This design comes from an exercise in tuning for small area on the open sky130 flow, not from production work.
Where RTL was checked, it was by simulation tests only, not by an equivalence proof against the original.
Function not checked in runs 1 to 4: the RTL went through the layout flow alone.
Power is estimated from default activity; no workload was simulated.

==> flow/design.v <==
`default_nettype none
package sonar_pkg;
    localparam int BUS_W = 16;                  
    localparam logic [3:0] SOC_REGION = 4'd3;   
endpackage
`default_nettype wire
`timescale 1ns/100ps
`default_nettype none
module sonar_clock_gen (
    input  wire logic        wb_clk_i,
    input  wire logic        wb_rst_i,
    input  wire logic [31:0] wdat_i,
    input  wire logic        presc_wr_i,
    output logic [31:0]      presc_o,
    output logic             ce_pdm_o,
    output logic             ce_pcm_o,
    output logic             sstb_o,      
    output logic             lstb_o,      
    output logic             mclk_o
);
    logic ph1, ph0;
    always_ff @(posedge wb_clk_i) begin
        if (wb_rst_i) begin
            ph1 <= 1'b1;
            ph0 <= 1'b0;
        end else begin
            ph1 <= ph0;
            ph0 <= ~ph1;
        end
    end
    assign mclk_o   = ~ph1;
    assign ce_pdm_o = ~ph1 & ~ph0;
    logic [31:0] presc_d;
    logic [31:0] pcnt;
    assign ce_pcm_o = ce_pdm_o && (pcnt == 32'd0);
    assign presc_d  = wb_rst_i ? 32'd49 : (presc_wr_i ? wdat_i : presc_o);
    always_ff @(posedge wb_clk_i) begin
        presc_o <= presc_d;
        if (wb_rst_i || presc_wr_i || ce_pcm_o)
            pcnt <= presc_d;
        else if (ce_pdm_o)
            pcnt <= pcnt - 32'd1;
    end
    always_ff @(posedge wb_clk_i) begin
        if (wb_rst_i) begin
            sstb_o <= 1'b0;
            lstb_o <= 1'b0;
        end else begin
            sstb_o <= ce_pcm_o;
            lstb_o <= sstb_o;
        end
    end
endmodule
`default_nettype wire
`timescale 1ns/100ps
`default_nettype none
module sonar_channel (
    input  wire logic                        wb_clk_i,
    input  wire logic                        wb_rst_i,
    input  wire logic                        ce_pdm_i,
    input  wire logic                        ce_pcm_i,
    input  wire logic                        sstb_i,
    input  wire logic                        lstb_i,
    input  wire logic                        pdm_i,
    input  wire logic                        mclear_i,
    input  wire logic                        thresh_wr_i,
    input  wire logic [sonar_pkg::BUS_W-1:0] wdat_i,
    output logic [sonar_pkg::BUS_W-1:0]      sample_o,
    output logic [sonar_pkg::BUS_W-1:0]      level_o,
    output logic [sonar_pkg::BUS_W-1:0]      thresh_o,
    output logic                             echo_o
);
    localparam int W = sonar_pkg::BUS_W;
    logic [W-1:0] cnt;
    logic [W:0]   a1, a2;      
    logic [W:0]   pair;        
    logic [W+1:0] sum;
    assign pair = (W+1)'(sample_o) + (W+1)'(cnt);
    assign sum  = (W+2)'(pair) + (W+2)'(a2);
    always_ff @(posedge wb_clk_i) begin
        if (wb_rst_i) begin
            cnt      <= '0;
            sample_o <= '0;
        end else if (ce_pcm_i) begin
            cnt      <= sample_o;
            sample_o <= cnt + W'(pdm_i);
        end else if (sstb_i) begin
            cnt      <= '0;
        end else if (ce_pdm_i) begin
            cnt      <= cnt + W'(pdm_i);
        end
    end
    always_ff @(posedge wb_clk_i) begin
        if (wb_rst_i) begin
            a1      <= '0;
            a2      <= '0;
            level_o <= '0;
        end else if (sstb_i) begin
            a1      <= pair;
            a2      <= a1;
            level_o <= sum[W+1:2];
        end
    end
    always_ff @(posedge wb_clk_i) begin
        if (wb_rst_i) begin
            thresh_o <= '1;
            echo_o   <= 1'b0;
        end else begin
            if (thresh_wr_i)
                thresh_o <= wdat_i;
            if (mclear_i || thresh_wr_i)
                echo_o <= 1'b0;
            else if (lstb_i && (level_o > thresh_o))
                echo_o <= 1'b1;
        end
    end
endmodule
`default_nettype wire
`timescale 1ns/100ps
`default_nettype none
module wb_sonar_regs
#(
    parameter int N_CHANNELS = 4
) (
    input  wire logic                                   wb_clk_i,
    input  wire logic                                   wb_rst_i,
    input  wire logic                                   wbs_cyc_i,
    input  wire logic                                   wbs_stb_i,
    input  wire logic                                   wbs_we_i,
    input  wire logic [3:0]                             wbs_sel_i,
    input  wire logic [31:0]                            wbs_adr_i,
    output logic                                        wbs_ack_o,
    output logic [31:0]                                 wbs_dat_o,
    input  wire logic [N_CHANNELS*sonar_pkg::BUS_W-1:0] sample_i,
    input  wire logic [N_CHANNELS*sonar_pkg::BUS_W-1:0] level_i,
    input  wire logic [N_CHANNELS*sonar_pkg::BUS_W-1:0] thresh_i,
    input  wire logic [N_CHANNELS-1:0]                  echo_i,
    input  wire logic [31:0]                            presc_i,
    output logic                                        presc_wr_o,
    output logic [N_CHANNELS-1:0]                       thresh_wr_o,
    output logic                                        irq_o
);
    localparam int W = sonar_pkg::BUS_W;
    logic            acc;
    logic            wr;
    logic [8:0]      word;
    logic [W-1:0]    ch_rdat;
    logic [31:0]     rd_nxt;
    logic [N_CHANNELS-1:0] status_q;
    assign acc  = wbs_cyc_i && wbs_stb_i && (wbs_adr_i[31:28] == sonar_pkg::SOC_REGION) && !wbs_ack_o;
    assign wr   = acc && wbs_we_i && wbs_sel_i[0];
    assign word = wbs_adr_i[10:2];
    assign presc_wr_o = wr && (word == 9'd1);
    for (genvar c = 0; c < N_CHANNELS; c++) begin : g_wr
        assign thresh_wr_o[c] = wr && (word == 9'(2 + 16 * c));
    end
    always_comb begin
        ch_rdat = '0;
        if (word[8:6] == 3'd0) begin
            case (word[3:0])
                4'd2: ch_rdat = thresh_i[word[5:4]*W +: W];
                4'd3: ch_rdat = sample_i[word[5:4]*W +: W];
                4'd4: ch_rdat = level_i[word[5:4]*W +: W];
                default: ch_rdat = '0;
            endcase
        end
        case (word)
            9'd0:    rd_nxt = 32'(status_q);
            9'd1:    rd_nxt = presc_i;
            default: rd_nxt = {{(32-W){ch_rdat[W-1]}}, ch_rdat};
        endcase
    end
    always_ff @(posedge wb_clk_i) begin
        if (wb_rst_i) begin
            wbs_ack_o <= 1'b0;
            status_q  <= '0;
        end else begin
            wbs_ack_o <= acc;
            status_q  <= echo_i;
        end
    end
    always_ff @(posedge wb_clk_i) begin
        if (acc)
            wbs_dat_o <= rd_nxt;
    end
    assign irq_o = |status_q;
endmodule
`default_nettype wire
`timescale 1ns/100ps
`default_nettype none
module sonar_top
#(
    parameter int N_CHANNELS = 4,
    parameter int PDM_DIV    = 4,
    parameter int WIN_LOG2   = 2
) (
    input  wire logic                  wb_clk_i,
    input  wire logic                  wb_rst_i,
    input  wire logic                  wbs_cyc_i,
    input  wire logic                  wbs_stb_i,
    input  wire logic                  wbs_we_i,
    input  wire logic [3:0]            wbs_sel_i,
    input  wire logic [31:0]           wbs_adr_i,
    input  wire logic [31:0]           wbs_dat_i,
    output logic                       wbs_ack_o,
    output logic [31:0]                wbs_dat_o,
    input  wire logic [N_CHANNELS-1:0] pdm_i,
    input  wire logic                  mclear_i,
    output logic                       mclk_o,
    output logic                       irq_o
);
    localparam int W = sonar_pkg::BUS_W;
    logic        ce_pdm, ce_pcm, sstb, lstb;
    logic [31:0] presc;
    logic        presc_wr;
    logic [N_CHANNELS-1:0]   thresh_wr;
    logic [N_CHANNELS*W-1:0] sample, level, thresh;
    logic [N_CHANNELS-1:0]   echo;
    sonar_clock_gen u_clk (
        .wb_clk_i   (wb_clk_i),
        .wb_rst_i   (wb_rst_i),
        .wdat_i     (wbs_dat_i),
        .presc_wr_i (presc_wr),
        .presc_o    (presc),
        .ce_pdm_o   (ce_pdm),
        .ce_pcm_o   (ce_pcm),
        .sstb_o     (sstb),
        .lstb_o     (lstb),
        .mclk_o     (mclk_o)
    );
    wb_sonar_regs #(
        .N_CHANNELS (N_CHANNELS)
    ) u_regs (
        .wb_clk_i    (wb_clk_i),
        .wb_rst_i    (wb_rst_i),
        .wbs_cyc_i   (wbs_cyc_i),
        .wbs_stb_i   (wbs_stb_i),
        .wbs_we_i    (wbs_we_i),
        .wbs_sel_i   (wbs_sel_i),
        .wbs_adr_i   (wbs_adr_i),
        .wbs_ack_o   (wbs_ack_o),
        .wbs_dat_o   (wbs_dat_o),
        .sample_i    (sample),
        .level_i     (level),
        .thresh_i    (thresh),
        .echo_i      (echo),
        .presc_i     (presc),
        .presc_wr_o  (presc_wr),
        .thresh_wr_o (thresh_wr),
        .irq_o       (irq_o)
    );
    for (genvar c = 0; c < N_CHANNELS; c++) begin : g_chan
        sonar_channel u_chan (
            .wb_clk_i    (wb_clk_i),
            .wb_rst_i    (wb_rst_i),
            .ce_pdm_i    (ce_pdm),
            .ce_pcm_i    (ce_pcm),
            .sstb_i      (sstb),
            .lstb_i      (lstb),
            .pdm_i       (pdm_i[c]),
            .mclear_i    (mclear_i),
            .thresh_wr_i (thresh_wr[c]),
            .wdat_i      (wbs_dat_i[W-1:0]),
            .sample_o    (sample[c*W +: W]),
            .level_o     (level[c*W +: W]),
            .thresh_o    (thresh[c*W +: W]),
            .echo_o      (echo[c])
        );
    end
endmodule
`default_nettype wire
==> flow/run.sh <==
#!/bin/bash
# synth_recipe.tcl (not shown) runs the flow's synth.tcl, then flattens the netlist and writes it again
# the make line also repeats each setting of config.mk as NAME=value (left out here)
make -C /OpenROAD-flow-scripts/flow DESIGN_CONFIG=/design/flow/config.mk WORK_HOME=/design/flow/orfs CLKGATE_MAP_FILE= SYNTH_SCRIPT=/design/flow/synth_recipe.tcl finish
==> flow/config.mk <==
export PLATFORM = sky130hd
export DESIGN_NAME = sonar_top
export DESIGN_NICKNAME = sonar_top
export VERILOG_FILES = /design/flow/design.v
export SDC_FILE = /design/flow/constraint.sdc
export NUM_CORES = 4
export LEC_CHECK = 0
export CAP_MARGIN = 20
export CORE_MARGIN = 2
export CORE_UTILIZATION = 40
export SLEW_MARGIN = 20
==> flow/constraint.sdc <==
create_clock -name core_clock -period 6.0 [get_ports {wb_clk_i}]
set_input_delay 1.2000 -clock core_clock [delete_from_list [all_inputs] [get_ports {wb_clk_i}]]
set_output_delay 1.2000 -clock core_clock [all_outputs]
set_load 0.01 [all_outputs]
==> results of run 1 <==
-- Yosys cell counts, types with 16 or more instances --
master / count
a21o_1: 87
a211oi_1: 64
xnor2_1: 94
nor2_1: 395
nand4_1: 29
mux2i_1: 113
edfxtp_1: 64
a22o_1: 34
dfxtp_1: 437
o21ai_0: 106
a21oi_1: 191
nor3_1: 113
a221oi_1: 56
a32o_1: 16
ha_1: 205
o21a_1: 26
xor2_1: 79
a31oi_1: 17
nand2b_1: 16
buf_1: 23
nand3_1: 46
o211ai_1: 78
nand2_1: 313
a221o_1: 20
and3_1: 33
a211oi_2: 50
nor2b_1: 25
a211o_1: 28
clkbuf_1: 127
inv_1: 124
buf_2: 30
-- cell families (layout without fill, tap and decap cells) --
family / count (synthesis) / count (layout)
and+or+nand+nor: 1062 / 1062
AOI/OAI and AO/OA: 891 / 891
DFF: 501 / 501
buffers and inverters: 318 / 350
adders and majority gates: 209 / 209
xor gates and xnor gates: 173 / 173
muxes: 113 / 113
-- registers in the layout, indices dropped and copies added, names as in the netlist --
name	flops
g_chan.u_chan.level_o	64
u_clk.pcnt	32
g_chan.u_chan.cnt	64
u_regs.status_q	4
g_chan.u_chan.sample_o	64
u_clk.sstb_o	1
u_regs.wbs_ack_o	1
g_chan.u_chan.thresh_o	64
u_clk.lstb_o	1
u_clk.ph1	1
g_chan.u_chan.a2	68
u_clk.presc_o	32
u_clk.ph0	1
g_chan.u_chan.a1	68
u_regs.wbs_dat_o	32
g_chan.u_chan.echo_o	4
-- through the flow --
step	utilization	total power (W)	hold WS, ns	cell area [µm²]	std cells
after floorplan	-	0.00392	0.412	28600	3267
after global placement	0.426	0.00412	0.425	30300	4147
after detailed placement	0.426	0.00412	0.429	30300	4147
after CTS	0.451	0.00757	0.438	32100	4249
after global routing	0.451	0.00777	0.484	32100	4249
final	0.451	0.00750	0.437	32100	4249
-- where the power goes --
| part | switching (W) | internal [W] |
|---|---|---|
| Clock | 0.00143 | 0.00202 |
| Combinational | 0.000354 | 0.000203 |
| Sequential | 0.0000560 | 0.00344 |
-- final timing paths --
check | from | endpoint
hold reg to reg | g_chan[2].u_chan.echo_o | u_regs.status_q[2]
setup reg to reg | g_chan[3].u_chan.sample_o[0] | g_chan[3].u_chan.level_o[15]
setup / recovery | g_chan[3].u_chan.sample_o[0] | g_chan[3].u_chan.level_o[15]
hold / removal | g_chan[2].u_chan.echo_o | u_regs.status_q[2]
-- metal layers --
| layer | up-vias | wire, µm | GRT usage |
|---|---|---|---|
| met2 | 646 | 35900 | 0.343 |
| li1 | 11913 | - | - |
| met5 | - | 0 | 0 |
| met4 | 0 | 2590 | 0.0713 |
| met1 | 11325 | 39000 | 0.318 |
| met3 | 135 | 5160 | 0.0320 |
-- cell type report --
type | instances | area [µm²] | area share
Clock buffer | 94 | 1760 | 0.0547
Clock inverter | 8 | 80.1 | 0.00249
Inverter | 125 | 469 | 0.0146
Multi-Input combinational cell | 2448 | 16700 | 0.522
Sequential cell | 501 | 10700 | 0.333
Tap cell | 950 | 1190 | 0.0370
Timing Repair Buffer | 123 | 1190 | 0.0371
-- worst reg2reg max path, delay by kind of cell (launching register included) --
| family | cells | cell delay [ns] |
|---|---|---|
| flops | 1 | 0.41 |
| fa+ha+maj | 3 | 0.97 |
| compound gates | 10 | 2.62 |
| buf+inv | 1 | 0.06 |
| simple gates | 3 | 0.28 |
==> results.yml, run 1 <==
detailed_routing:
  first_iter_violations: 2109
  viasPerCell: 5.65
  final_antenna_net_count: 0
  drt-wirelength-per-cell_um: 19.5
  wirelength_mm: 82.7
  drtPass1Iterations: 6
  drc_errors: 0
  vias: 24019
setup_path:
  r2r_cells: 17
  start_kind: "register"
  r2r_setup_slack_ns: 1.52
  cp.depth: 17
  critPathCaptureType: "register"
  arrival_ns: 4.95
  cp_data_required_time_ns: 6.46
  cp_top_family: "compound AO/OA/AOI/OAI gates"
  crit_slowest_cell: "a2111oi_0"
  crit_type: "register to register"
  worst_path_largest_cell_delay_ns: 0.47
  path_buf_inv: 1
  worst-path-max-fanout: 6
  path_cells: "ha_1 -> inv_1 -> fa_1 -> nor2b_1 -> o21ai_0 -> a21boi_0 -> o41a_1 -> o211ai_1 -> a31oi_1 -> nor2_1 -> ha_1 -> a21o_1 -> a21o_1 -> o311ai_0 -> o21ai_0 -> a2111oi_0 -> nor3_1"
die:
  core_area_um2: 71100
  die_y_um: 272
  num_rows: 98
  ioPinCount: 113
  initial_utilization: 0.403
  dieArea_um2: 73700
  fp.dieW_um: 272
sta:
  drv_slew: 0
  clock.fmax_mhz: 223
  fin_ws_ns: 1.52
  period_minus_slack_ns: 4.48
  finalCritPeriodShare: 0.747
  clock_skew_ns: 0.0296
  hold_viol_final: 0
  setup_violations: 0
  rsz0062_at_grt: "no"
  tns_ns: 0
  worst_pin_slew_ns: 1.05
  max_slew_margin: 0.300
yosys:
  ys_ff_latch: 501
  synth_area_um2: 28600
  synth_top_area_frac: 0.306
  synth_top_family_by_area: "compound AO/OA/AOI/OAI gates"
  yosys_most_used_dff: "dfxtp_1"
  synth_edf_count: 64
  synth-simple-area-share: 0.169
  async_flop_share: 0
  yosys_warnings: 3
  synth_fa_ha_area_frac: 0.0924
  synth_cells: 3267
  synthXorXnorAreaFrac: 0.0529
  yosysUniqueCellTypes: 81
  syn_area_per_cell_um2: 8.76
  synth_compound_area_frac: 0.229
  synth_area_leaders: "dfxtp_1, ha_1, edfxtp_1"
  yosys-mux-area-fraction: 0.0395
  syn_nets: 3554
  seq_area_frac_synth: 0.373
  yosys.area.top_type: "dfxtp_1"
clock_tree:
  cts_hold_buf: 0
  cts_tree: "done"
  clock-root-buffer: "clkbuf_16"
  cts_setup_buffers: 0
  clk_pin_slew_ns: 0.06
  clock_latency_ns: 0.63
  clk_path_buf_depth: 3
  cts_resized: 0
  cts.sinks: 501
  numCtsBuffers: 56
  h-tree-depth: 2
global_route:
  grt-ovfl-total: 0
  antenna_found_initial: 1
  gr-usage-all-layers: 0.222
  grt_pass1_wl_mm: 131
  grt_max_degree: 126
  grt_pass1_vias: 22599
layout:
  nets: 3542
  fill_cells: 6988
  most-common-layout-cells: "dfxtp_1, nor2_1, nand2_1"
  layout_commonest_cell: "dfxtp_1"
  syn2layout_area_growth_pct: 12.1
  drive_gt1_frac: 0.0655
  antenna_cells: 0
run:
  cap_violations: 0
placed_design:
  preCtsSetupSlack_ns: 1.05
  dp_hpwl_mm: 57.6
  port-buffer-count: 90
  gp_congestion: 0.936
min_path:
  hold_depth: 2
  hold_class: "register to register"
power_and_ir_drop:
  irDropWorstVdd_mv: 0.208
  powerDensity_nw_per_um2: 234
  power_leakage_nw: 13.4
status:
  outcome: "timing/DRC/antenna clean"
==> run 2: changes to the inputs <==
--- a/flow/config.mk
+++ b/flow/config.mk
@@ -8,4 +8,6 @@
 export CAP_MARGIN = 20
 export CORE_MARGIN = 2
 export CORE_UTILIZATION = 40
+export CTS_BUF_LIST = sky130_fd_sc_hd__clkbuf_4
+export CTS_CLUSTER_SIZE = 30
 export SLEW_MARGIN = 20
==> run 2 against run 1 <==
- critical endpoint unchanged
- clock power fell by 5%
- global-route usage rose by 0.38 points
- clock skew rose by 0.061 ns
- first-iteration DRC count rose by 6.7%
- routed wire length rose by 1.1%
==> results.yml, run 2 <==
yosys:
  seq_area_frac_synth: 0.373
  yosys-mux-area-fraction: 0.0395
  synth_cells: 3267
  synth_top_family_by_area: "compound AO/OA/AOI/OAI gates"
  syn_area_per_cell_um2: 8.76
  synth-simple-area-share: 0.169
  yosys.area.top_type: "dfxtp_1"
  yosys-top-cells-count: "dfxtp_1, nor2_1, nand2_1"
  synthXorXnorAreaFrac: 0.0529
  synth_edf_count: 64
  synth.most_common_cell: "dfxtp_1"
  yosys_most_used_dff: "dfxtp_1"
  synth_top_area_frac: 0.306
  synth_compound_area_frac: 0.229
  synth_area_leaders: "dfxtp_1, ha_1, edfxtp_1"
  ys_ff_latch: 501
  syn_nets: 3554
  synth_fa_ha_area_frac: 0.0924
  yosys_warnings: 3
  yosysUniqueCellTypes: 81
  synth_area_um2: 28600
  async_flop_share: 0
die:
  fp.dieW_um: 272
  num_rows: 98
  initial_utilization: 0.403
  core_area_um2: 71100
  dieArea_um2: 73700
  die_y_um: 272
  ioPinCount: 113
clock_tree:
  cts_hold_buf: 0
  clk_pin_slew_ns: 0.07
  clk_path_buf_depth: 3
  cts_tree: "done"
  cts_setup_buffers: 0
  clock-root-buffer: "clkbuf_4"
  cts_resized: 0
  numCtsBuffers: 143
  cts.sinks: 501
  h-tree-depth: 4
  clock_latency_ns: 1.01
setup_path:
  start_kind: "register"
  crit_end: "g_chan[3].u_chan.level_o[15]"
  crit_slowest_cell: "a2111oi_0"
  crit_type: "register to register"
  r2r_setup_slack_ns: 1.46
  reg2reg_from: "g_chan[3].u_chan.sample_o[0]"
  path_cells: "ha_1 -> inv_1 -> fa_1 -> nor2b_1 -> o21ai_0 -> a21boi_0 -> o41a_1 -> o211ai_1 -> a31oi_1 -> nor2_1 -> ha_1 -> a21o_1 -> a21o_1 -> o311ai_0 -> o21ai_0 -> a2111oi_0 -> nor3_1"
  arrival_ns: 5.34
  worst_path_largest_cell_delay_ns: 0.47
  cp_data_required_time_ns: 6.80
  r2r_cells: 17
  worst-path-max-fanout: 6
  timing.rr.end: "g_chan[3].u_chan.level_o[15]"
  crit_start: "g_chan[3].u_chan.sample_o[0]"
  critPathCaptureType: "register"
sta:
  worst_pin_slew_ns: 1.01
  hold_viol_final: 0
  period_minus_slack_ns: 4.54
  clock.fmax_mhz: 220
  clock_skew_ns: 0.0902
  tns_ns: 0
  setup_violations: 0
  rsz0062_at_grt: "no"
  max_slew_margin: 0.329
  drv_slew: 0
  finalCritPeriodShare: 0.756
detailed_routing:
  vias: 24819
  wirelength_mm: 83.6
  drc_errors: 0
  viasPerCell: 5.64
  drtPass1Iterations: 8
  first_iter_violations: 2250
  final_antenna_net_count: 0
  drt-wirelength-per-cell_um: 19.0
min_path:
  hold_class: "register to register"
placed_design:
  dp_hpwl_mm: 57.6
  gp_congestion: 0.936
  port-buffer-count: 90
  dp_cells: 4147
global_route:
  grt_pass1_vias: 23320
  grt_pass1_wl_mm: 132
  antenna_found_initial: 1
  grt-ovfl-total: 0
  grt_max_degree: 126
  gr-usage-all-layers: 0.226
layout:
  nets: 3629
  instances_no_fill: 4400
  most-common-layout-cells: "dfxtp_1, nor2_1, nand2_1"
  reg_top3: "g_chan.u_chan.a1 (68), g_chan.u_chan.a2 (68)"
  drive_gt1_frac: 0.101
  syn2layout_area_growth_pct: 12.2
  layout_commonest_cell: "dfxtp_1"
status:
  outcome: "timing/DRC/antenna clean"
power_and_ir_drop:
  powerDensity_nw_per_um2: 229
  power_leakage_nw: 13.6
  irDropWorstVdd_mv: 0.165
  total_power_w: 0.00734
run:
  cap_violations: 0
[run 2: worst min-delay path by stage]
stage,slack (ns),to,cells past startpoint,startpoint
after floorplan,0.41,u_regs.status_q[0],2,g_chan[0].u_chan.echo_o
after global placement,0.43,u_regs.status_q[2],2,g_chan[2].u_chan.echo_o
after detailed placement,0.43,u_regs.status_q[2],2,g_chan[2].u_chan.echo_o
after CTS,0.44,u_regs.status_q[2],2,g_chan[2].u_chan.echo_o
after global routing,0.48,u_regs.status_q[3],1,g_chan[3].u_chan.echo_o
final,0.44,u_regs.status_q[2],2,g_chan[2].u_chan.echo_o
[run 2: metrics by stage]
step                       util  hold WS (ns)  setup WS (ns)  cell area (µm²)
after floorplan               -         0.412           1.13            28600
after global placement    0.426         0.425           1.21            30300
after detailed placement  0.426         0.429           1.05            30300
after CTS                 0.451         0.438           1.46            32100
after global routing      0.451         0.476          0.890            32100
final                     0.451         0.438           1.46            32100
[run 2: where the power goes]
part / switching [W] / internal (W) / leakage, nW
logic: 0.000354 / 0.000203 / 8.25
registers: 0.0000559 / 0.00344 / 4.23
clock network: 0.00153 / 0.00176 / 1.08
[run 2: per-layer routing]
metal | vias up | GRT usage | wire (µm)
met5 | - | 0 | 0
met4 | 0 | 0.0862 | 2540
met3 | 166 | 0.0426 | 5410
met2 | 790 | 0.347 | 36700
met1 | 11668 | 0.313 | 39000
li1 | 12195 | - | -
[run 2: critical path, delay by kind of cell, from the launching register on]
kind	cells	cell delay [ns]
compound gates	10	2.62
fa+ha+maj	3	0.97
buf+inv	1	0.06
flops	1	0.43
simple gates	3	0.28
[run 2: cells by family after synthesis]
group,after synthesis
multiplexers,113
buffers and inverters,318
flip-flops,501
adder cells (fa/ha/maj),209
AND/OR/NAND/NOR,1062
AO/OA/AOI/OAI,891
XOR/XNOR,173
[run 2: final cells by class]
| class | count | area [µm²] |
|---|---|---|
| antenna | 1 | 2.50 |
| clock buffer | 201 | 1510 |
| clock inverter | 51 | 334 |
| fill | 7051 | 39000 |
| inverter | 125 | 469 |
| multi-input combinational | 2448 | 16700 |
| sequential | 501 | 10700 |
| tap | 950 | 1190 |
| timing repair buffer | 123 | 1190 |
==> run 3: changes to the inputs <==
--- a/flow/design.v
+++ b/flow/design.v
@@ -16,6 +16,7 @@
     output logic             ce_pcm_o,
     output logic             sstb_o,      
     output logic             lstb_o,      
+    output logic             wclr_o,      
     output logic             mclk_o
 );
     logic ph1, ph0;
@@ -30,17 +31,20 @@
     end
     assign mclk_o   = ~ph1;
     assign ce_pdm_o = ~ph1 & ~ph0;
-    logic [31:0] presc_d;
     logic [31:0] pcnt;
-    assign ce_pcm_o = ce_pdm_o && (pcnt == 32'd0);
-    assign presc_d  = wb_rst_i ? 32'd49 : (presc_wr_i ? wdat_i : presc_o);
-    always_ff @(posedge wb_clk_i) begin
-        presc_o <= presc_d;
+    assign ce_pcm_o = ce_pdm_o && (pcnt == presc_o);
+    always_ff @(posedge wb_clk_i) begin
+        if (wb_rst_i) begin
+            presc_o <= 32'd49;
+        end else if (presc_wr_i) begin
+            presc_o <= wdat_i;
+        end
         if (wb_rst_i || presc_wr_i || ce_pcm_o)
-            pcnt <= presc_d;
-        else if (ce_pdm_o)
-            pcnt <= pcnt - 32'd1;
-    end
+            pcnt <= '0;
+        else
+            pcnt <= pcnt + 32'(ce_pdm_o);
+    end
+    logic rst_q1, rst_q2;
     always_ff @(posedge wb_clk_i) begin
         if (wb_rst_i) begin
             sstb_o <= 1'b0;
@@ -49,7 +53,10 @@
             sstb_o <= ce_pcm_o;
             lstb_o <= sstb_o;
         end
-    end
+        rst_q1 <= wb_rst_i;
+        rst_q2 <= rst_q1;
+    end
+    assign wclr_o = rst_q1 | rst_q2;
 endmodule
 `default_nettype wire
 `timescale 1ns/100ps
@@ -61,6 +68,7 @@
     input  wire logic                        ce_pcm_i,
     input  wire logic                        sstb_i,
     input  wire logic                        lstb_i,
+    input  wire logic                        wclr_i,      
     input  wire logic                        pdm_i,
     input  wire logic                        mclear_i,
     input  wire logic                        thresh_wr_i,
@@ -77,29 +85,33 @@
     logic [W+1:0] sum;
     assign pair = (W+1)'(sample_o) + (W+1)'(cnt);
     assign sum  = (W+2)'(pair) + (W+2)'(a2);
-    always_ff @(posedge wb_clk_i) begin
-        if (wb_rst_i) begin
-            cnt      <= '0;
+    logic [W-1:0] inc;
+    assign inc = cnt + W'(ce_pdm_i & pdm_i);
+    always_ff @(posedge wb_clk_i) begin
+        if (wb_rst_i || sstb_i)
+            cnt <= '0;
+        else if (ce_pcm_i)
+            cnt <= sample_o;
+        else
+            cnt <= inc;
+    end
+    always_ff @(posedge wb_clk_i) begin
+        if (wb_rst_i)
             sample_o <= '0;
-        end else if (ce_pcm_i) begin
-            cnt      <= sample_o;
-            sample_o <= cnt + W'(pdm_i);
-        end else if (sstb_i) begin
-            cnt      <= '0;
-        end else if (ce_pdm_i) begin
-            cnt      <= cnt + W'(pdm_i);
-        end
-    end
-    always_ff @(posedge wb_clk_i) begin
-        if (wb_rst_i) begin
-            a1      <= '0;
-            a2      <= '0;
+        else if (ce_pcm_i)
+            sample_o <= inc;
+    end
+    always_ff @(posedge wb_clk_i) begin
+        if (sstb_i || wclr_i) begin
+            a1 <= pair;
+            a2 <= a1;
+        end
+    end
+    always_ff @(posedge wb_clk_i) begin
+        if (wb_rst_i)
             level_o <= '0;
-        end else if (sstb_i) begin
-            a1      <= pair;
-            a2      <= a1;
+        else if (sstb_i)
             level_o <= sum[W+1:2];
-        end
     end
     always_ff @(posedge wb_clk_i) begin
         if (wb_rst_i) begin
@@ -180,8 +192,7 @@
         end
     end
     always_ff @(posedge wb_clk_i) begin
-        if (acc)
-            wbs_dat_o <= rd_nxt;
+        wbs_dat_o <= rd_nxt;
     end
     assign irq_o = |status_q;
 endmodule
@@ -210,7 +221,7 @@
     output logic                       irq_o
 );
     localparam int W = sonar_pkg::BUS_W;
-    logic        ce_pdm, ce_pcm, sstb, lstb;
+    logic        ce_pdm, ce_pcm, sstb, lstb, wclr;
     logic [31:0] presc;
     logic        presc_wr;
     logic [N_CHANNELS-1:0]   thresh_wr;
@@ -226,6 +237,7 @@
         .ce_pcm_o   (ce_pcm),
         .sstb_o     (sstb),
         .lstb_o     (lstb),
+        .wclr_o     (wclr),
         .mclk_o     (mclk_o)
     );
     wb_sonar_regs #(
@@ -257,6 +269,7 @@
             .ce_pcm_i    (ce_pcm),
             .sstb_i      (sstb),
             .lstb_i      (lstb),
+            .wclr_i      (wclr),
             .pdm_i       (pdm_i[c]),
             .mclear_i    (mclear_i),
             .thresh_wr_i (thresh_wr[c]),
--- a/flow/config.mk
+++ b/flow/config.mk
@@ -8,6 +8,7 @@
 export CAP_MARGIN = 20
 export CORE_MARGIN = 2
 export CORE_UTILIZATION = 40
-export CTS_BUF_LIST = sky130_fd_sc_hd__clkbuf_4
-export CTS_CLUSTER_SIZE = 30
+export CTS_BUF_LIST = sky130_fd_sc_hd__clkbuf_16
+export CTS_CLUSTER_DIAMETER = 60
+export CTS_CLUSTER_SIZE = 20
 export SLEW_MARGIN = 20
==> run 3 against run 2 <==
- core utilization grew 0.32 points
- still clean
- via count shrank 20%
- flip-flop and latch count grew 2
==> results.yml, run 3 <==
yosys:
  synth_area_um2: 26000
  async_flop_share: 0
  yosys-top-cells-count: "dfxtp_1, nor2_1, nand2_1"
  syn_area_per_cell_um2: 9.51
  yosys_warnings: 3
  synth_cells: 2729
  ys_ff_latch: 503
  synth_area_leaders: "dfxtp_1, edfxtp_1, ha_1"
  synth.most_common_cell: "dfxtp_1"
  syn_nets: 3017
  synth_edf_count: 136
  seq_area_frac_synth: 0.440
  synth_top_area_frac: 0.283
  yosys_most_used_dff: "dfxtp_1"
  yosys.area.top_type: "dfxtp_1"
  yosysUniqueCellTypes: 65
global_route:
  grt_pass1_vias: 19261
  grt_max_degree: 125
  grt_pass1_wl_mm: 108
  grt-ovfl-total: 0
  antenna_found_initial: 0
  gr-usage-all-layers: 0.204
die:
  dieArea_um2: 67000
  core_area_um2: 64300
  fp.dieW_um: 259
  die_y_um: 259
  initial_utilization: 0.403
  num_rows: 93
  ioPinCount: 113
sta:
  worst_pin_slew_ns: 1.01
  clock.fmax_mhz: 224
  period_minus_slack_ns: 4.46
  max_slew_margin: 0.326
  finalCritPeriodShare: 0.744
  rsz0062_at_grt: "no"
  hold_viol_final: 0
  setup_violations: 0
  clock_skew_ns: 0.0409
  tns_ns: 0
  drv_slew: 0
detailed_routing:
  first_iter_violations: 1326
  viasPerCell: 5.44
  drt-wirelength-per-cell_um: 19.0
  wl_met1_mm: 31.0
  drc_errors: 0
  top_layer: "met4"
  met3WireLength_mm: 3.77
  final_antenna_net_count: 0
  vias: 19929
  wl_met2_mm: 32.6
  drtPass1Iterations: 6
  wirelength_mm: 69.5
layout:
  drive_gt1_frac: 0.0473
  layout_commonest_cell: "dfxtp_1"
  antenna_cells: 0
  nets: 3063
  layout.area.seq_um2: 11400
  syn2layout_area_growth_pct: 12.7
  instances_no_fill: 3664
  multiInputGateArea_um2: 13700
  most-common-layout-cells: "dfxtp_1, nor2_1, nand2_1"
  fill_cells: 5993
  stdcell_area_um2: 29300
  reg_top3: "g_chan.u_chan.a1 (68), g_chan.u_chan.a2 (68)"
setup_path:
  crit_type: "register to register"
  cp_top_family: "compound AO/OA/AOI/OAI gates"
  cp_data_required_time_ns: 6.46
  r2r_cells: 19
  path_buf_inv: 1
  timing.rr.end: "g_chan[1].u_chan.level_o[13]"
  r2r_setup_slack_ns: 1.54
  worst_path_largest_cell_delay_ns: 0.36
  crit_start: "g_chan[1].u_chan.sample_o[0]"
  reg2reg_from: "g_chan[1].u_chan.sample_o[0]"
  crit_slowest_cell: "dfxtp_1"
  worst-path-max-fanout: 4
  arrival_ns: 4.92
  path_common_cell: "o21ai_0"
  crit_end: "g_chan[1].u_chan.level_o[13]"
  start_kind: "register"
  cp.depth: 19
  path_cells: "ha_1 -> inv_1 -> fa_1 -> nor2b_1 -> o21a_1 -> o21ai_0 -> a21oi_1 -> o31ai_1 -> nand2b_1 -> xor2_1 -> ha_1 -> a21oi_1 -> o21ai_0 -> a21o_1 -> a221o_1 -> a31oi_1 -> o21ai_0 -> xnor2_1 -> o21ai_0"
  critPathCaptureType: "register"
clock_tree:
  cts_resized: 0
  cts_tree: "done"
  clk_pin_slew_ns: 0.08
  h-tree-depth: 2
  clock_latency_ns: 0.61
  clock-root-buffer: "clkbuf_16"
  clk_path_buf_depth: 3
  numCtsBuffers: 43
  cts.sinks: 503
  cts_setup_buffers: 0
  cts_hold_buf: 0
placed_design:
  dp_cells: 3584
  dp_hpwl_mm: 50.7
  port-buffer-count: 90
  gp_congestion: 0.893
  place_area_um2: 27700
power_and_ir_drop:
  irDropWorstVdd_mv: 0.151
  powerDensity_nw_per_um2: 236
  p_seq_frac: 0.517
  combPwrFrac: 0.047
  total_power_w: 0.00690
  p_clk_frac: 0.436
  p_sw_frac: 0.249
  power_leakage_nw: 13.3
  switchingPower_w: 0.00172
  p_int_w: 0.00518
run:
  cap_violations: 0
min_path:
  hold_class: "register to register"
status:
  outcome: "timing/DRC/antenna clean"
==> run 3: worst min path at each step <==
stage,startpoint,to,cells after the start
2_1_floorplan,u_clk.rst_q1,u_clk.rst_q2,0
3_3_place_gp,u_clk.rst_q1,u_clk.rst_q2,0
3_5_place_dp,u_clk.rst_q1,u_clk.rst_q2,0
4_1_cts,u_clk.rst_q1,u_clk.rst_q2,0
5_1_grt,u_clk.rst_q1,u_clk.rst_q2,0
6_report,u_clk.rst_q1,u_clk.rst_q2,0
==> run 3: final cells by class <==
type	count	area share
multi-input cells	2006	0.469
flip-flops and latches	503	0.391
clock buffers	46	0.0393
repair buffers	114	0.0380
well taps	855	0.0366
inverters	107	0.0137
clock inverters	33	0.0125
==> run 3: through the flow <==
step	hold WS [ns]	util	setup slack, ns
floorplan	0.323	-	1.62
global placement	0.337	0.431	1.49
detailed placement	0.344	0.431	1.41
CTS	0.357	0.454	1.55
global route	0.364	0.455	1.30
finish	0.356	0.455	1.54
==> run 3: metal layers <==
layer  vias up  GRT usage
met2       484      0.344
met3       105     0.0284
met4         0     0.0679
met1      9514      0.267
li1       9826          -
met5         -          0
==> run 3: cell families after synthesis <==
| logic type | count (synthesis) | share of synthesized area |
|---|---|---|
| adder cells (fa/ha/maj) | 210 | 0.102 |
| flip-flops | 503 | 0.440 |
| AO/OA/AOI/OAI | 584 | 0.152 |
| AND/OR/NAND/NOR | 869 | 0.150 |
| multiplexers | 125 | 0.0482 |
| XOR/XNOR | 218 | 0.0735 |
| buffers and inverters | 220 | 0.0334 |
==> run 3: power groups by stage <==
stage               logic (W)  clock network, W  registers, W
floorplan            0.000173                 0       0.00365
global placement     0.000316                 0       0.00365
detailed placement   0.000320                 0       0.00365
CTS                  0.000322           0.00309       0.00357
global route         0.000346           0.00320       0.00358
finish               0.000323           0.00301       0.00357
==> run 4: changes to the inputs <==
--- a/flow/config.mk
+++ b/flow/config.mk
@@ -8,7 +8,7 @@
 export CAP_MARGIN = 20
 export CORE_MARGIN = 2
 export CORE_UTILIZATION = 40
-export CTS_BUF_LIST = sky130_fd_sc_hd__clkbuf_16
-export CTS_CLUSTER_DIAMETER = 60
-export CTS_CLUSTER_SIZE = 20
+export CTS_BUF_LIST = sky130_fd_sc_hd__clkbuf_8
+export CTS_CLUSTER_DIAMETER = 50
+export CTS_CLUSTER_SIZE = 18
 export SLEW_MARGIN = 20
==> run 4 against run 3 <==
- sequential power about the same
- highest routed layer unchanged
- largest power group unchanged
- flip-flop and latch count did not move
- final area decreased by 1.2%
- still clean on timing, DRC and antenna
- count of clock-buffer cells in the layout grew 8
- critical path depth is the same
- clock power fell by 18%
- power shrank 7.7%
- setup slack better by 0.026 ns
- critical path type unchanged
==> results.yml, run 4 <==
setup_path:
  worst-path-max-fanout: 4
  path_cells: "ha_1 -> inv_1 -> fa_1 -> nor2b_1 -> o21a_1 -> o21ai_0 -> a21oi_1 -> o31ai_1 -> nand2b_1 -> xor2_1 -> ha_1 -> a21oi_1 -> o21ai_0 -> a21o_1 -> a221o_1 -> a31oi_1 -> o21ai_0 -> a21oi_1 -> o22ai_1"
  path_buf_inv: 1
  crit_slowest_cell: "dfxtp_1"
  critPathCaptureType: "register"
  start_kind: "register"
  cp_top_family: "compound AO/OA/AOI/OAI gates"
  crit_type: "register to register"
  arrival_ns: 4.96
  worst_path_largest_cell_delay_ns: 0.37
  cp_data_required_time_ns: 6.53
clock_tree:
  cts.sinks: 503
  clock_latency_ns: 0.70
  h-tree-depth: 2
  numCtsBuffers: 51
  cts_hold_buf: 0
  clk_pin_slew_ns: 0.10
  cts_tree: "done"
  cts_resized: 0
  clk_path_buf_depth: 3
  clock-root-buffer: "clkbuf_8"
  cts_setup_buffers: 0
yosys:
  yosys-top-cells-count: "dfxtp_1, nor2_1, nand2_1"
  yosysUniqueCellTypes: 65
  syn_nets: 3017
  synth_area_um2: 26000
  async_flop_share: 0
  yosys_most_used_dff: "dfxtp_1"
  yosys.area.top_type: "dfxtp_1"
  syn_area_per_cell_um2: 9.51
  synth_top_area_frac: 0.283
  yosys_warnings: 3
  synth_area_leaders: "dfxtp_1, edfxtp_1, ha_1"
  synth.most_common_cell: "dfxtp_1"
  synth_edf_count: 136
  ys_ff_latch: 503
  synth_cells: 2729
  seq_area_frac_synth: 0.440
placed_design:
  place_area_um2: 27700
  dp_hpwl_mm: 50.7
  gp_congestion: 0.893
  port-buffer-count: 90
  dp_cells: 3584
layout:
  instances_no_fill: 3681
  drive_gt1_frac: 0.0531
  syn2layout_area_growth_pct: 11.4
  nets: 3071
  reg_top3: "g_chan.u_chan.a1 (68), g_chan.u_chan.a2 (68)"
  stdcell_area_um2: 28900
  post-route-util: 0.449
  most-common-layout-cells: "dfxtp_1, nor2_1, nand2_1"
  layout_commonest_cell: "dfxtp_1"
global_route:
  gr-usage-all-layers: 0.203
  antenna_found_initial: 0
  grt-ovfl-total: 0
  grt_max_degree: 125
  grt_pass1_vias: 19287
  grt_pass1_wl_mm: 107
status:
  outcome: "timing/DRC/antenna clean"
detailed_routing:
  wirelength_mm: 69.3
  vias: 19992
  final_antenna_net_count: 0
  drc_errors: 0
  viasPerCell: 5.43
  drt-wirelength-per-cell_um: 18.8
  first_iter_violations: 1317
  drtPass1Iterations: 5
die:
  fp.dieW_um: 259
  initial_utilization: 0.403
  ioPinCount: 113
  dieArea_um2: 67000
  core_area_um2: 64300
  num_rows: 93
  die_y_um: 259
sta:
  worst_pin_slew_ns: 0.961
  tns_ns: 0
  rsz0062_at_grt: "no"
  hold_viol_final: 0
  finalCritPeriodShare: 0.739
  period_minus_slack_ns: 4.44
  setup_violations: 0
  max_slew_margin: 0.353
  drv_slew: 0
  clock_skew_ns: 0.0449
  clock.fmax_mhz: 225
power_and_ir_drop:
  power_leakage_nw: 13.2
  powerDensity_nw_per_um2: 220
  irDropWorstVdd_mv: 0.135
run:
  cap_violations: 0
min_path:
  hold_class: "register to register"
## run 4: cell counts after synthesis
No cell type changed its count.
## run 4: kinds of logic (layout without fill, tap and decap cells)
kind of cell | after synthesis | count (layout) | synth area share
and+or+nand+nor | 869 | 869 | 0.150
AOI/OAI and AO/OA | 584 | 584 | 0.152
DFF | 503 | 503 | 0.440
buffers and inverters | 220 | 316 | 0.0334
xor gates and xnor gates | 218 | 218 | 0.0735
adders and majority gates | 210 | 210 | 0.102
muxes | 125 | 125 | 0.0482
other | 0 | 1 | 0
## run 4: layout make-up
| type | instances | area [µm²] |
|---|---|---|
| fillers | 6024 | 35400 |
| multi-input cells | 2006 | 13700 |
| flip-flops and latches | 503 | 11400 |
| diodes | 1 | 2.50 |
| inverters | 107 | 402 |
| clock inverters | 41 | 429 |
| clock buffers | 54 | 743 |
| well taps | 855 | 1070 |
| repair buffers | 114 | 1110 |
## run 4: worst paths after layout
path,start,end,slack (ns),cells past startpoint
worst min-delay path,u_clk.rst_q1,u_clk.rst_q2,0.36,0
worst min register to register,u_clk.rst_q1,u_clk.rst_q2,0.36,0
worst max-delay path,g_chan[1].u_chan.sample_o[0],g_chan[1].u_chan.level_o[15],1.56,19
worst max register to register,g_chan[1].u_chan.sample_o[0],g_chan[1].u_chan.level_o[15],1.56,19
## run 4: routing by layer
layer	GRT usage	vias to the layer above	routed length [µm]
met5	0	-	0
met4	0.0740	0	2480
met3	0.0303	129	3930
met2	0.340	526	32000
met1	0.267	9485	30800
li1	-	9852	-
## run 4: metrics by stage
step / power (W) / worst slack [ns] / hold slack (ns)
3_5_place_dp: 0.00397 / 1.41 / 0.344
6_report: 0.00636 / 1.56 / 0.360
3_3_place_gp: 0.00396 / 1.49 / 0.337
5_1_grt: 0.00660 / 1.26 / 0.369
4_1_cts: 0.00644 / 1.53 / 0.361
2_1_floorplan: 0.00382 / 1.62 / 0.323
## run 4: report_power, final
group | switching (W) | internal, W
Combinational | 0.000212 | 0.000111
Clock | 0.00147 | 0.000998
Sequential | 0.0000235 | 0.00355
==> run 5: changes to the inputs <==
--- a/flow/design.v
+++ b/flow/design.v
@@ -57,6 +57,34 @@
         rst_q2 <= rst_q1;
     end
     assign wclr_o = rst_q1 | rst_q2;
+endmodule
+`default_nettype wire
+`timescale 1ns/100ps
+`default_nettype none
+module sonar_add
+#(
+    parameter int N = 16,
+    parameter int K = 3,
+    parameter int R = 0      
+) (
+    input  wire logic [N-1:0] a_i,
+    input  wire logic [N-1:0] b_i,
+    input  wire logic         c_i,
+    output logic [N:0]        s_o
+);
+    localparam int NB = R + (N - R + K - 1) / K;
+    logic [NB:0] c;
+    assign c[0] = c_i;
+    for (genvar j = 0; j < NB; j++) begin : g_blk
+        localparam int LO = (j < R) ? j : R + (j - R) * K;
+        localparam int BK = (j < R) ? 1 : K;
+        localparam int BW = (LO + BK <= N) ? BK : N - LO;
+        logic [BW:0] t;
+        assign t = {1'b0, a_i[LO +: BW]} + {1'b0, b_i[LO +: BW]} + {{BW{1'b0}}, c[j]};
+        assign s_o[LO +: BW] = t[BW-1:0];
+        assign c[j+1] = t[BW];
+    end
+    assign s_o[N] = c[NB];
 endmodule
 `default_nettype wire
 `timescale 1ns/100ps
@@ -83,8 +111,8 @@
     logic [W:0]   a1, a2;      
     logic [W:0]   pair;        
     logic [W+1:0] sum;
-    assign pair = (W+1)'(sample_o) + (W+1)'(cnt);
-    assign sum  = (W+2)'(pair) + (W+2)'(a2);
+    sonar_add #(.N(W))   u_pair (.a_i(sample_o), .b_i(cnt), .c_i(1'b0), .s_o(pair));
+    sonar_add #(.N(W+1)) u_sum  (.a_i(pair),     .b_i(a2),  .c_i(1'b0), .s_o(sum));
     logic [W-1:0] inc;
     assign inc = cnt + W'(ce_pdm_i & pdm_i);
     always_ff @(posedge wb_clk_i) begin
==> run 5 against run 4 <==
- still clean
- via count is 8.8% lower
- register-to-register slack worse by 1.2 ns
- fmax is 21% lower
- non-clock buffer count is 6 lower
- count of clock-buffer cells in the layout is 5 higher
- clock skew is 0.0059 ns higher
- cell count is 6.4% lower
- critical path depth is 10 higher
- power is 2.6% higher
- synthesized cell count is 7.2% lower
- largest cell class unchanged
- largest power group unchanged
==> results.yml, run 5 <==
global_route:
  grt_max_degree: 86
  grt_pass1_wl_mm: 100
  gr-usage-all-layers: 0.199
  grt_pass1_vias: 17599
  grt-ovfl-total: 0
  antenna_found_initial: 2
yosys:
  yosys-top-cells-count: "dfxtp_1, nor2_1, inv_1"
  ys_ff_latch: 503
  synth_compound_area_frac: 0.153
  yosys.area.top_type: "dfxtp_1"
  syn_nets: 2848
  synth_area_leaders: "dfxtp_1, edfxtp_1, ha_1"
  yosys-mux-area-fraction: 0.0112
  synth_cells: 2532
  synth.most_common_cell: "dfxtp_1"
  synth-simple-area-share: 0.121
  synth_edf_count: 136
  syn_area_per_cell_um2: 9.89
  synthXorXnorAreaFrac: 0.0553
  synth_top_family_by_area: "compound AO/OA/AOI/OAI gates"
  synth_top_area_frac: 0.293
  yosysUniqueCellTypes: 54
  synth_area_um2: 25000
  seq_area_frac_synth: 0.457
  synth_fa_ha_area_frac: 0.143
  yosys_warnings: 3
  yosys_most_used_dff: "dfxtp_1"
  async_flop_share: 0
sta:
  worst_pin_slew_ns: 0.980
  holdWs_ns: 0.355
  period_minus_slack_ns: 5.61
  clock.fmax_mhz: 178
  max_slew_margin: 0.346
  clock_skew_ns: 0.0508
  finalCritPeriodShare: 0.935
  tns_ns: 0
  drv_slew: 0
  hold_viol_final: 0
  rsz0062_at_grt: "no"
  setup_violations: 0
layout:
  antenna_cells: 0
  fill_cells: 5717
  layout_commonest_cell: "dfxtp_1"
  reg_top3: "g_chan.u_chan.a1 (68), g_chan.u_chan.a2 (68)"
  nets: 2880
  syn2layout_area_growth_pct: 11.5
  drive_gt1_frac: 0.0529
  most-common-layout-cells: "dfxtp_1, nor2_1, inv_1"
die:
  dieArea_um2: 64600
  die_y_um: 254
  initial_utilization: 0.405
  fp.dieW_um: 254
  num_rows: 91
  ioPinCount: 113
  core_area_um2: 61800
setup_path:
  crit_type: "register to register"
  worst_path_largest_cell_delay_ns: 0.47
  crit_slowest_cell: "fa_1"
  arrival_ns: 6.18
  critPathCaptureType: "register"
  path_common_cell: "inv_1"
  r2r_setup_slack_ns: 0.39
  cp_data_required_time_ns: 6.57
  start_kind: "register"
  worst-path-max-fanout: 4
run:
  cap_violations: 0
min_path:
  hold_class: "register to register"
clock_tree:
  h-tree-depth: 2
  clk_path_buf_depth: 3
  cts_hold_buf: 0
  numCtsBuffers: 54
  clock-root-buffer: "clkbuf_8"
  cts_tree: "done"
  cts_setup_buffers: 0
  cts_resized: 0
  cts.sinks: 503
  clk_pin_slew_ns: 0.10
  clock_latency_ns: 0.71
detailed_routing:
  wirelength_mm: 64.0
  vias: 18231
  drc_errors: 0
  drt-wirelength-per-cell_um: 18.6
  final_antenna_net_count: 0
  first_iter_violations: 1291
  viasPerCell: 5.29
  drtPass1Iterations: 5
power_and_ir_drop:
  irDropWorstVdd_mv: 0.133
  combPwrFrac: 0.047
  p_seq_frac: 0.547
  power_leakage_nw: 11.7
  p_sw_frac: 0.265
  switchingPower_w: 0.00173
  powerDensity_nw_per_um2: 234
  p_int_w: 0.00480
  p_clk_frac: 0.406
placed_design:
  dp_hpwl_mm: 45.4
  gp_congestion: 0.877
  port-buffer-count: 90
status:
  outcome: "timing/DRC/antenna clean"
==> run 5: layout make-up <==
type | instances | area, µm² | share of cell area
well taps | 837 | 1050 | 0.0375
inverters | 255 | 957 | 0.0343
flip-flops and latches | 503 | 11400 | 0.410
repair buffers | 108 | 1050 | 0.0376
clock buffers | 59 | 812 | 0.0291
clock inverters | 43 | 464 | 0.0166
multi-input cells | 1642 | 12100 | 0.435
==> run 5: worst paths after layout <==
check	from	endpoint	cells after the start
min reg2reg	u_clk.rst_q1	u_clk.rst_q2	0
max	g_chan[3].u_chan.sample_o[0]	g_chan[3].u_chan.level_o[14]	29
min	u_clk.rst_q1	u_clk.rst_q2	0
max reg2reg	g_chan[3].u_chan.sample_o[0]	g_chan[3].u_chan.level_o[14]	29
==> run 5: cells by family (layout without fill, tap and decap cells) <==
logic type | after synthesis | in the layout
xor gates and xnor gates | 158 | 158
AOI/OAI and AO/OA | 546 | 546
muxes | 28 | 28
buffers and inverters | 387 | 465
DFF | 503 | 503
adders and majority gates | 238 | 238
and+or+nand+nor | 672 | 672
==> run 5: per-stage QoR <==
| step | util | cells | area (µm²) | worst slack [ns] | power (W) |
|---|---|---|---|---|---|
| 2_1_floorplan | - | 2532 | 25000 | 0.892 | 0.00380 |
| 3_3_place_gp | 0.431 | 3345 | 26600 | 0.340 | 0.00395 |
| 3_5_place_dp | 0.431 | 3345 | 26600 | 0.383 | 0.00395 |
| 4_1_cts | 0.451 | 3447 | 27900 | 0.354 | 0.00660 |
| 5_1_grt | 0.451 | 3447 | 27900 | 0.0113 | 0.00675 |
| 6_report | 0.451 | 3447 | 27900 | 0.392 | 0.00653 |
==> run 5: worst max-delay path, delay by kind of cell (launching register included) <==
kind / cells / cell delay, ns
flip-flops: 1 / 0.43
buffers and inverters: 8 / 0.66
AND/OR/NAND/NOR: 1 / 0.05
multiplexers: 1 / 0.14
AO/OA/AOI/OAI: 10 / 1.00
adder cells (fa/ha/maj): 9 / 3.21
==> run 5: power by group through the flow <==
stage	clock [W]	combinational (W)	sequential, W
2_1_floorplan	0	0.000151	0.00365
3_3_place_gp	0	0.000300	0.00365
3_5_place_dp	0	0.000303	0.00365
4_1_cts	0.00272	0.000305	0.00357
5_1_grt	0.00285	0.000326	0.00358
6_report	0.00265	0.000305	0.00357
==> run 5: layer usage <==
metal | up-vias | wire (µm) | share of wire | global-route usage
met5 | - | 16 | 0.00025 | 0
met4 | 2 | 1450 | 0.023 | 0.0516
met3 | 92 | 3740 | 0.058 | 0.0285
met2 | 454 | 28500 | 0.45 | 0.314
met1 | 8815 | 30300 | 0.47 | 0.287
li1 | 8868 | - | - | -
==> run 6: changes to the inputs <==
==> flow/flow/run.sh (new file) <==
#!/bin/bash
# Standard layout, with clock tree synthesis told not to add dummy loads and to
# cluster sinks into groups a clkbuf_8 can drive within the clock-pin slew limit.
set -euo pipefail
CTS="-sink_clustering_enable -repair_clock_nets -dont_use_dummy_load"
CTS="$CTS -sink_clustering_size 18 -sink_clustering_max_diameter 50"
CTS="$CTS -buf_list sky130_fd_sc_hd__clkbuf_8"
bash standard.sh "CTS_ARGS=$CTS" finish > standard.log 2>&1
==> flow/standard.sh (new file) <==
#!/bin/bash
# synth_recipe.tcl (not shown) runs the flow's synth.tcl, then flattens the netlist and writes it again
# the make line also repeats each setting of config.mk as NAME=value (left out here)
make -C /OpenROAD-flow-scripts/flow DESIGN_CONFIG=/design/flow/config.mk WORK_HOME=/design/flow/orfs CLKGATE_MAP_FILE= SYNTH_SCRIPT=/design/flow/synth_recipe.tcl "${@:-finish}"
--- a/flow/config.mk
+++ b/flow/config.mk
@@ -8,7 +8,4 @@
 export CAP_MARGIN = 20
 export CORE_MARGIN = 2
 export CORE_UTILIZATION = 40
-export CTS_BUF_LIST = sky130_fd_sc_hd__clkbuf_8
-export CTS_CLUSTER_DIAMETER = 50
-export CTS_CLUSTER_SIZE = 18
 export SLEW_MARGIN = 20
removed: flow/run.sh
==> run 6 against run 5 <==
- still clean on timing, DRC and antenna
- critical path type unchanged
- synthesized cell count is the same
- sequential share of layout area grew 0.80 points
- via count shrank 0.64%
- area after synthesis is the same
- clock power shrank 26%
- setup slack gained 0.0029 ns
- core utilization shrank 0.86 points
- largest cell class unchanged
- critical path depth shrank 3
==> results.yml, run 6 <==
status:
  outcome: "timing/DRC/antenna clean"
detailed_routing:
  drc_errors: 0
  wirelength_mm: 63.8
  wl_met1_mm: 29.9
  drtPass1Iterations: 5
  viasPerCell: 5.33
  wl_met2_mm: 28.6
  vias: 18114
  final_antenna_net_count: 0
  first_iter_violations: 1269
  met3WireLength_mm: 3.95
  drt-wirelength-per-cell_um: 18.8
  top_layer: "met5"
sta:
  clock_skew_ns: 0.0750
  period_minus_slack_ns: 5.60
  rsz0062_at_grt: "no"
  drv_slew: 0
  max_slew_margin: 0.345
  setup_violations: 0
  worst_pin_slew_ns: 0.982
  tns_ns: 0
  hold_viol_final: 0
  clock.fmax_mhz: 178
  finalCritPeriodShare: 0.934
layout:
  layout_commonest_cell: "dfxtp_1"
  syn2layout_area_growth_pct: 9.34
  nets: 2880
  reg_top3: "g_chan.u_chan.a1 (68), g_chan.u_chan.a2 (68)"
  drive_gt1_frac: 0.0351
  antenna_cells: 0
  most-common-layout-cells: "dfxtp_1, nor2_1, inv_1"
setup_path:
  crit_slowest_cell: "fa_1"
  crit_type: "register to register"
  worst_path_largest_cell_delay_ns: 0.49
  path_common_cell: "fa_1"
  arrival_ns: 6.13
  cp_data_required_time_ns: 6.52
  worst-path-max-fanout: 5
  start_kind: "register"
  critPathCaptureType: "register"
clock_tree:
  cts_hold_buf: 0
  cts.sinks: 503
  h-tree-depth: 2
  numCtsBuffers: 54
  cts_setup_buffers: 0
  clock-root-buffer: "clkbuf_8"
  clock_latency_ns: 0.69
  cts_resized: 0
  clk_pin_slew_ns: 0.10
  cts_tree: "done"
  clk_path_buf_depth: 3
power_and_ir_drop:
  total_power_w: 0.00583
  irDropWorstVdd_mv: 0.0970
  power_leakage_nw: 11.5
  p_int_w: 0.00445
  powerDensity_nw_per_um2: 213
  p_sw_frac: 0.237
  p_seq_frac: 0.612
  switchingPower_w: 0.00138
  combPwrFrac: 0.052
  p_clk_frac: 0.335
min_path:
  hold_class: "register to register"
yosys:
  synth_area_um2: 25000
  seq_area_frac_synth: 0.457
  synth_cells: 2532
  yosysUniqueCellTypes: 54
  yosys_warnings: 3
  syn_area_per_cell_um2: 9.89
  yosys.area.top_type: "dfxtp_1"
  yosys-top-cells-count: "dfxtp_1, nor2_1, inv_1"
  syn_nets: 2848
  synth_area_leaders: "dfxtp_1, edfxtp_1, ha_1"
  synth_top_area_frac: 0.293
  synth_edf_count: 136
  ys_ff_latch: 503
  yosys_most_used_dff: "dfxtp_1"
  async_flop_share: 0
  synth.most_common_cell: "dfxtp_1"
global_route:
  grt_pass1_wl_mm: 100
  grt-ovfl-total: 0
  grt_max_degree: 86
  gr-usage-all-layers: 0.199
  grt_pass1_vias: 17596
  antenna_found_initial: 3
placed_design:
  port-buffer-count: 90
  gp_congestion: 0.877
  dp_hpwl_mm: 45.4
die:
  ioPinCount: 113
  fp.dieW_um: 254
  dieArea_um2: 64600
  die_y_um: 254
  core_area_um2: 61800
  initial_utilization: 0.405
  num_rows: 91
run:
  cap_violations: 0
run 6: cell counts after synthesis:
No cell type changed its count.
run 6: critical path: cells and delay by family, from the launching register on:
kind / cells / cell delay, ns
AO/OA/AOI/OAI: 10 / 0.93
flip-flops: 1 / 0.38
multiplexers: 1 / 0.14
AND/OR/NAND/NOR: 1 / 0.05
buffers and inverters: 5 / 0.39
adder cells (fa/ha/maj): 9 / 3.53
run 6: worst paths after layout:
kind	start	to	slack, ns	cells past startpoint
setup reg to reg	g_chan[0].u_chan.sample_o[1]	g_chan[0].u_chan.level_o[14]	0.40	26
setup / recovery	g_chan[0].u_chan.sample_o[1]	g_chan[0].u_chan.level_o[14]	0.40	26
hold reg to reg	u_clk.rst_q1	u_clk.rst_q2	0.35	0
hold / removal	u_clk.rst_q1	u_clk.rst_q2	0.35	0
run 6: cell families after synthesis:
| family | share of synthesized area |
|---|---|
| simple gates | 0.121 |
| compound gates | 0.153 |
| flops | 0.457 |
| buf+inv | 0.0603 |
| fa+ha+maj | 0.143 |
| xor+xnor | 0.0553 |
| mux | 0.0112 |
run 6: layout make-up:
type                            count  area, µm²
Sequential cell                   503      11400
Multi-Input combinational cell   1642      12100
Fill cell                        5741      34500
Timing Repair Buffer              108       1050
Clock buffer                       54        743
Inverter                          255        957
Tap cell                          837       1050
run 6: power groups by stage:
stage / Clock [W] / Combinational (W) / Sequential, W
floorplan: 0 / 0.000151 / 0.00365
global placement: 0 / 0.000300 / 0.00365
global route: 0.00214 / 0.000326 / 0.00358
detailed placement: 0 / 0.000303 / 0.00365
finish: 0.00196 / 0.000305 / 0.00357
CTS: 0.00203 / 0.000305 / 0.00357
run 6: through the flow:
step                utilization  hold slack (ns)  instances  area [µm²]  setup slack [ns]
CTS                       0.443            0.353       3399       27400             0.369
finish                    0.443            0.351       3399       27400             0.395
floorplan                     -            0.323       2532       25000             0.892
global route              0.443            0.356       3399       27400            0.0332
global placement          0.431            0.336       3345       26600             0.340
detailed placement        0.431            0.342       3345       26600             0.383
run 6: layer usage:
layer / GRT usage / vias to the layer above
li1: - / 8809
met1: 0.284 / 8748
met2: 0.312 / 451
met3: 0.0348 / 102
met4: 0.0481 / 4
met5: 0 / -
==> run 7: changes to the inputs <==
==> flow/flow/run.sh (replaced) <==
#!/bin/bash
# Standard layout with two changes: ports get the smallest buffer (buf_1)
# instead of clkdlybuf4s50_1, and clock tree synthesis adds no dummy loads and
# clusters sinks into groups a clkbuf_8 can drive within the clock-pin slew limit.
set -euo pipefail
CTS="-sink_clustering_enable -repair_clock_nets -dont_use_dummy_load"
CTS="$CTS -sink_clustering_size 18 -sink_clustering_max_diameter 50"
CTS="$CTS -buf_list sky130_fd_sc_hd__clkbuf_8"
bash standard.sh "CTS_ARGS=$CTS" "BUFFER_PORTS_ARGS=-buffer_cell sky130_fd_sc_hd__buf_1" finish > standard.log 2>&1
==> run 7 against run 6 <==
- global-route usage decreased by 0.34 points
- power fell by 2.1%
- combinational power fell by 11%
- core utilization down 1.0 points
- non-clock buffer count decreased by 1
==> results.yml, run 7 <==
status:
  outcome: "timing/DRC/antenna clean"
yosys:
  syn_area_per_cell_um2: 9.89
  synth_top_area_frac: 0.293
  synth_area_leaders: "dfxtp_1, edfxtp_1, ha_1"
  ys_ff_latch: 503
  yosys_warnings: 3
  synth_area_um2: 25000
  synth_cells: 2532
  yosysUniqueCellTypes: 54
  seq_area_frac_synth: 0.457
  yosys-top-cells-count: "dfxtp_1, nor2_1, inv_1"
  synth.most_common_cell: "dfxtp_1"
  async_flop_share: 0
  yosys.area.top_type: "dfxtp_1"
  yosys_most_used_dff: "dfxtp_1"
  synth_edf_count: 136
  syn_nets: 2848
die:
  ioPinCount: 113
  dieArea_um2: 64600
  die_y_um: 254
  fp.dieW_um: 254
  num_rows: 91
  core_area_um2: 61800
  initial_utilization: 0.405
power_and_ir_drop:
  p_sw_frac: 0.238
  total_power_w: 0.00571
  p_int_w: 0.00435
  powerDensity_nw_per_um2: 214
  p_seq_frac: 0.625
  combPwrFrac: 0.048
  p_clk_frac: 0.327
  irDropWorstVdd_mv: 0.113
  switchingPower_w: 0.00136
  power_leakage_nw: 11.2
sta:
  tns_ns: 0
  clock.fmax_mhz: 179
  clock_skew_ns: 0.0772
  hold_viol_final: 0
  setup_violations: 0
  max_slew_margin: 0.249
  worst_pin_slew_ns: 1.13
  rsz0062_at_grt: "no"
  period_minus_slack_ns: 5.60
  finalCritPeriodShare: 0.933
  drv_slew: 0
layout:
  reg_top3: "g_chan.u_chan.a1 (68), g_chan.u_chan.a2 (68)"
  instances_no_fill: 3393
  syn2layout_area_growth_pct: 6.82
  nets: 2874
  post-route-util: 0.433
  antenna_cells: 0
  most-common-layout-cells: "dfxtp_1, nor2_1, inv_1"
  drive_gt1_frac: 0.0340
  layout_commonest_cell: "dfxtp_1"
run:
  cap_violations: 0
setup_path:
  r2r_cells: 29
  start_kind: "register"
  crit_slowest_cell: "fa_1"
  reg2reg_from: "g_chan[3].u_chan.sample_o[0]"
  worst-path-max-fanout: 4
  r2r_setup_slack_ns: 0.40
  crit_start: "g_chan[3].u_chan.sample_o[0]"
  timing.rr.end: "g_chan[3].u_chan.level_o[14]"
  crit_type: "register to register"
  critPathCaptureType: "register"
  worst_path_largest_cell_delay_ns: 0.49
  cp_data_required_time_ns: 6.53
  arrival_ns: 6.12
  path_common_cell: "inv_1"
  crit_end: "g_chan[3].u_chan.level_o[14]"
clock_tree:
  h-tree-depth: 2
  clk_path_buf_depth: 3
  cts_tree: "done"
  clock-root-buffer: "clkbuf_8"
  clock_latency_ns: 0.67
  clk_pin_slew_ns: 0.11
  cts.sinks: 503
  cts_hold_buf: 0
  numCtsBuffers: 49
detailed_routing:
  drtPass1Iterations: 5
  vias: 18104
  viasPerCell: 5.34
  drc_errors: 0
  final_antenna_net_count: 0
  wirelength_mm: 63.0
  drt-wirelength-per-cell_um: 18.6
  first_iter_violations: 1329
placed_design:
  gp_congestion: 0.880
  port-buffer-count: 90
  dp_cells: 3344
  dp_hpwl_mm: 45.5
min_path:
  hold_class: "register to register"
  worstHoldStart: "u_clk.rst_q1"
global_route:
  grt_pass1_wl_mm: 99.0
  grt_pass1_vias: 17573
  grt_max_degree: 96
  grt-ovfl-total: 0
  antenna_found_initial: 5
  gr-usage-all-layers: 0.195
[run 7: area by class of cell]
type                       instances  area [µm²]
clock buffer                      49         674
timing repair buffer             107         482
inverter                         255         957
tap                              837        1050
fill                            5866       35100
multi-input combinational       1642       12100
sequential                       503       11400
[run 7: per-layer routing]
metal,GRT usage,share of wire,vias up
li1,-,-,8798
met3,0.0313,0.062,97
met2,0.309,0.45,469
met1,0.277,0.47,8734
met4,0.0518,0.024,6
met5,0,0.00070,-
[run 7: metrics by stage]
step	instance area (µm²)	hold WS, ns	worst slack, ns
global placement	26100	0.338	0.367
floorplan	25000	0.323	0.892
finish	26700	0.360	0.405
detailed placement	26100	0.346	0.351
global route	26700	0.378	0.0313
CTS	26700	0.363	0.312
[run 7: worst min path at each step]
| stage | endpoint | slack [ns] | depth (start not counted) |
|---|---|---|---|
| after CTS | u_clk.rst_q2 | 0.36 | 0 |
| after global routing | u_clk.rst_q2 | 0.38 | 0 |
| final | u_clk.rst_q2 | 0.36 | 0 |
| after global placement | u_clk.rst_q2 | 0.34 | 0 |
| after detailed placement | u_clk.rst_q2 | 0.35 | 0 |
| after floorplan | u_clk.rst_q2 | 0.32 | 0 |
[run 7: power groups by stage]
stage	Clock (W)	Combinational, W	Sequential, W
after global placement	0	0.000270	0.00365
after detailed placement	0	0.000272	0.00365
after global routing	0.00206	0.000294	0.00358
final	0.00187	0.000272	0.00357
after floorplan	0	0.000151	0.00365
after CTS	0.00193	0.000273	0.00357
[run 7: timing repair]
| action | CTS | global route |
|---|---|---|
| endpoints found under the hold margin | 0 | 0 |
| gates resized for setup | 0 | 1 |
| setup endpoints to repair | 0 | 1 |
| buffers inserted | 0 | 0 |
[run 7: cell families after synthesis]
kind of cell / share of synthesized area
compound gates: 0.153
simple gates: 0.121
mux: 0.0112
xor+xnor: 0.0553
flops: 0.457
buf+inv: 0.0603
fa+ha+maj: 0.143
[run 7: worst max-delay path, delay by kind of cell, from the launching register on]
family | cells | cell delay, ns
adders and majority gates | 9 | 3.15
DFF | 1 | 0.41
AOI/OAI and AO/OA | 10 | 1.02
muxes | 1 | 0.15
buffers and inverters | 8 | 0.68
and+or+nand+nor | 1 | 0.05

## port drivers added, routing unchanged
Ports are ideal in the flow. The routed layouts listed here were re-timed in OpenROAD. Step 1, drivers: a clkbuf_16 drives wb_clk_i and a buf_2 each remaining input, both assumed. Step 2 adds t to the input delays and takes it off the output delays; t is the mean of the earliest and latest rising clock arrival at the registers after step 1. Input paths then give back, and output paths get back, about the clock's delay inside the block. Three values: ideal ports, drivers, drivers and shift; two values: the first two.
| run | t (ns) | setup WS [ns] | worst hold slack (ns) | worst setup path at the end | clock arrival spread, ns |
|---|---|---|---|---|---|
| run 1 | 0.674 | 1.516 / 1.516 / 0.950 | 0.437 / 0.437 / 0.437 | input to register | 0.032 / 0.032 |
| run 2 | 1.027 | 1.462 / 1.462 / 1.001 | 0.438 / 0.438 / 0.438 | input to register | 0.096 / 0.095 |
| run 3 | 0.650 | 1.538 / 1.538 / 1.414 | 0.356 / 0.356 / 0.356 | input to register | 0.042 / 0.042 |
| run 4 | 0.735 | 1.565 / 1.564 / 1.395 | 0.360 / 0.360 / 0.360 | input to register | 0.046 / 0.046 |
| run 5 | 0.739 | 0.392 / 0.392 / 0.392 | 0.355 / 0.355 / 0.355 | register to register | 0.051 / 0.050 |
| run 6 | 0.716 | 0.395 / 0.395 / 0.395 | 0.351 / 0.351 / 0.351 | register to register | 0.075 / 0.075 |
| run 7 | 0.691 | 0.405 / 0.405 / 0.405 | 0.360 / 0.360 / 0.360 | register to register | 0.085 / 0.085 |
After both steps setup and hold are still met in every run listed. For run 1, which loses most, drivers alone change the setup slack by 0.000 ns; drivers and shift together by -0.566 ns.
